Source: an optimization exercise on an open RTL-to-GDS flow (aim: small area, a short achievable clock period and few clock cycles). Production flows keep margins and buffers that such runs may drop. In this exercise RTL edits were held to simulation tests only and were not proved equivalent to the original.

before:
// conv_mac_engine
module conv_mac_engine
#(
  parameter int DATA_W = 23,
  parameter int KSIZE  = 3,
  parameter int CH     = 2,
  parameter int WDEPTH = 16,
  parameter int ACC_W  = conv_pkg::acc_w(DATA_W, WDEPTH)
) (
  input  logic                       clk,
  input  logic                       rst_n,
  input  logic                       cfg_we,
  input  logic [$clog2(CH)-1:0]      cfg_ch,
  input  logic [$clog2(WDEPTH)-1:0]  cfg_addr,
  input  logic [DATA_W-1:0]          cfg_wdata,
  input  logic                       mode,
  input  logic [$clog2(WDEPTH):0]    len,
  input  logic                       start,
  input  logic                       in_valid,
  output logic                       in_ready,
  input  logic [DATA_W-1:0]          in_data,
  output logic                       out_valid,
  input  logic                       out_ready,
  output logic [CH*ACC_W-1:0]        out_data,
  output logic                       busy,
  output logic                       err
);
  localparam int AW = $clog2(WDEPTH);
  localparam int NK = KSIZE * KSIZE;
  logic          busy_q, rdy_q, ov_q, err_q;
  logic          p1_q, p2_q;
  logic [AW-1:0] tap_q, nm1_q;
  logic [WDEPTH-1:0] toh_q;
  logic          hs, last, start_ok, len_bad;
  assign busy      = busy_q;
  assign in_ready  = rdy_q;
  assign out_valid = ov_q;
  assign err       = err_q;
  assign hs       = in_valid && rdy_q;
  assign last     = hs && (tap_q == nm1_q);
  ...
==> flow/config.mk <==
export PLATFORM = sky130hd
export DESIGN_NAME = conv_mac_engine
export DESIGN_NICKNAME = conv_mac_engine
export VERILOG_FILES = /design/flow/design.v
export SDC_FILE = /design/flow/constraint.sdc
export NUM_CORES = 4
export LEC_CHECK = 0
export CAP_MARGIN = 20
export CORE_MARGIN = 2
export CORE_UTILIZATION = 50
export CTS_BUF_LIST = sky130_fd_sc_hd__clkbuf_8
export CTS_CLUSTER_DIAMETER = 60
export CTS_CLUSTER_SIZE = 12
export SLEW_MARGIN = 20
==> flow/constraint.sdc <==
create_clock -name core_clock -period 10.0 [get_ports {clk}]
set_input_delay 2.0000 -clock core_clock [delete_from_list [all_inputs] [get_ports {clk}]]
set_output_delay 2.0000 -clock core_clock [all_outputs]
set_load 0.01 [all_outputs]
standard.sh (not shown) runs the stock make flow with config.mk's settings and CLKGATE_MAP_FILE= SYNTH_SCRIPT=/design/flow/synth_recipe.tcl, a recipe that flattens the netlist after the stock synthesis.
==> flow/flow/run.sh <==
#!/bin/bash
set -euo pipefail
ports="BUFFER_PORTS_ARGS=-buffer_cell sky130_fd_sc_hd__buf_4"
bash standard.sh SETUP_SLACK_MARGIN=6.6 "$ports" cts > standard_cts.log 2>&1
bash standard.sh SETUP_SLACK_MARGIN=6.2 "$ports" finish > standard_finish.log 2>&1
Testbench counts of before, summed over its fixed seeds: cycles 20,142.
The inputs of after differ from those of before as listed below.
==> flow/flow/run.sh <==
#!/bin/bash
set -euo pipefail
ports="BUFFER_PORTS_ARGS=-buffer_cell sky130_fd_sc_hd__buf_4"
bash standard.sh SETUP_SLACK_MARGIN=6.5 "$ports" cts > standard_cts.log 2>&1
bash standard.sh SETUP_SLACK_MARGIN=6.55 "$ports" finish > standard_finish.log 2>&1
Notes after the runs:
Diff before..after | number of enable-type register cells in the synthesized netlist | unchanged
| estimated wirelength of the detail-placed design | after vs before | better |
after has worst setup slack after layout above what before had.
Compared before against after; area growth from synthesis to final layout within noise.
Re part of the Yosys area used for sequential elements: no difference whatsoever between after and before.
Design area of before is on par with after.

========
Another version of the RTL of conv_mac_engine (not shown whole).
For scale: roughly 7000 cells after synthesis, about 1200 flip-flops, ~170 I/O pins.
Settings: LEC_CHECK=0, CAP_MARGIN=20, CORE_MARGIN=2, CORE_UTILIZATION=50, CTS_BUF_LIST=sky130_fd_sc_hd__clkbuf_8, SLEW_MARGIN=20; clock period 10.0 ns.
==> flow/flow/run.sh <==
#!/bin/bash
set -euo pipefail
bash standard.sh SETUP_SLACK_MARGIN=6.4 cts > standard_cts.log 2>&1
bash standard.sh SETUP_SLACK_MARGIN=5.5 finish > standard_finish.log 2>&1
The first run produced a clean layout.
Testbench counts at the start, summed over its fixed seeds: cycles 20,142.
Next try:
==> flow/run.sh (new file) <==
#!/bin/bash
# synth_recipe.tcl (not shown) runs the flow's synth.tcl, then flattens the netlist and writes it again
# the make line also repeats each setting of config.mk as NAME=value (left out here)
make -C /OpenROAD-flow-scripts/flow DESIGN_CONFIG=/design/flow/config.mk WORK_HOME=/design/flow/orfs CLKGATE_MAP_FILE= SYNTH_SCRIPT=/design/flow/synth_recipe.tcl finish
--- a/flow/config.mk
+++ b/flow/config.mk
@@ -8,5 +8,5 @@
 export CAP_MARGIN = 20
 export CORE_MARGIN = 2
-export CORE_UTILIZATION = 50
-export CTS_BUF_LIST = sky130_fd_sc_hd__clkbuf_8
+export CORE_UTILIZATION = 55
+export SETUP_SLACK_MARGIN = 5
 export SLEW_MARGIN = 20
removed: flow/flow/run.sh
removed: flow/standard.sh
What happened: The new run finished clean; register-to-register slack loses 430 ps; count of clock-buffer cells in the layout fell by 46; worst setup slack loses 1100 ps; die area fell by 9.0%; first-iteration DRC count fell by 3.5%.

[separate check: timing with driven ports]
The flow's constraints put no driver on any port. The routed layouts listed below were extracted and timed again, unchanged, in two steps. Step 1, drivers: a clkbuf_16 drives clk and a buf_2 each remaining input, both assumed. Step 2 also shifts input and output timing later by t, the mid clock arrival at the registers, as if the neighbouring blocks saw the same clock. Slacks: ideal ports / drivers / drivers and shift; pairs: ideal ports / drivers.
run	shift t [ns]	setup slack, ns	hold WS [ns]	clock arrival spread, ns	worst data-port slew with drivers (ns)
before	0.936	6.465 / 6.439 / 5.615	0.445 / 0.445 / 0.445	0.073 / 0.073	0.16
after	0.957	6.474 / 6.395 / 5.593	0.356 / 0.356 / 0.356	0.081 / 0.081	0.14
the first run of note 2	1.010	6.225 / 6.275 / 5.264	0.401 / 0.401 / 0.401	0.100 / 0.101	0.24
the second run of note 2	0.869	5.084 / 5.145 / 4.276	0.360 / 0.360 / 0.360	0.033 / 0.033	0.24
After both steps setup and hold are still met in every run listed. For the first run of note 2, which loses most, drivers alone change the setup slack by +0.050 ns; drivers and shift together by -0.961 ns.
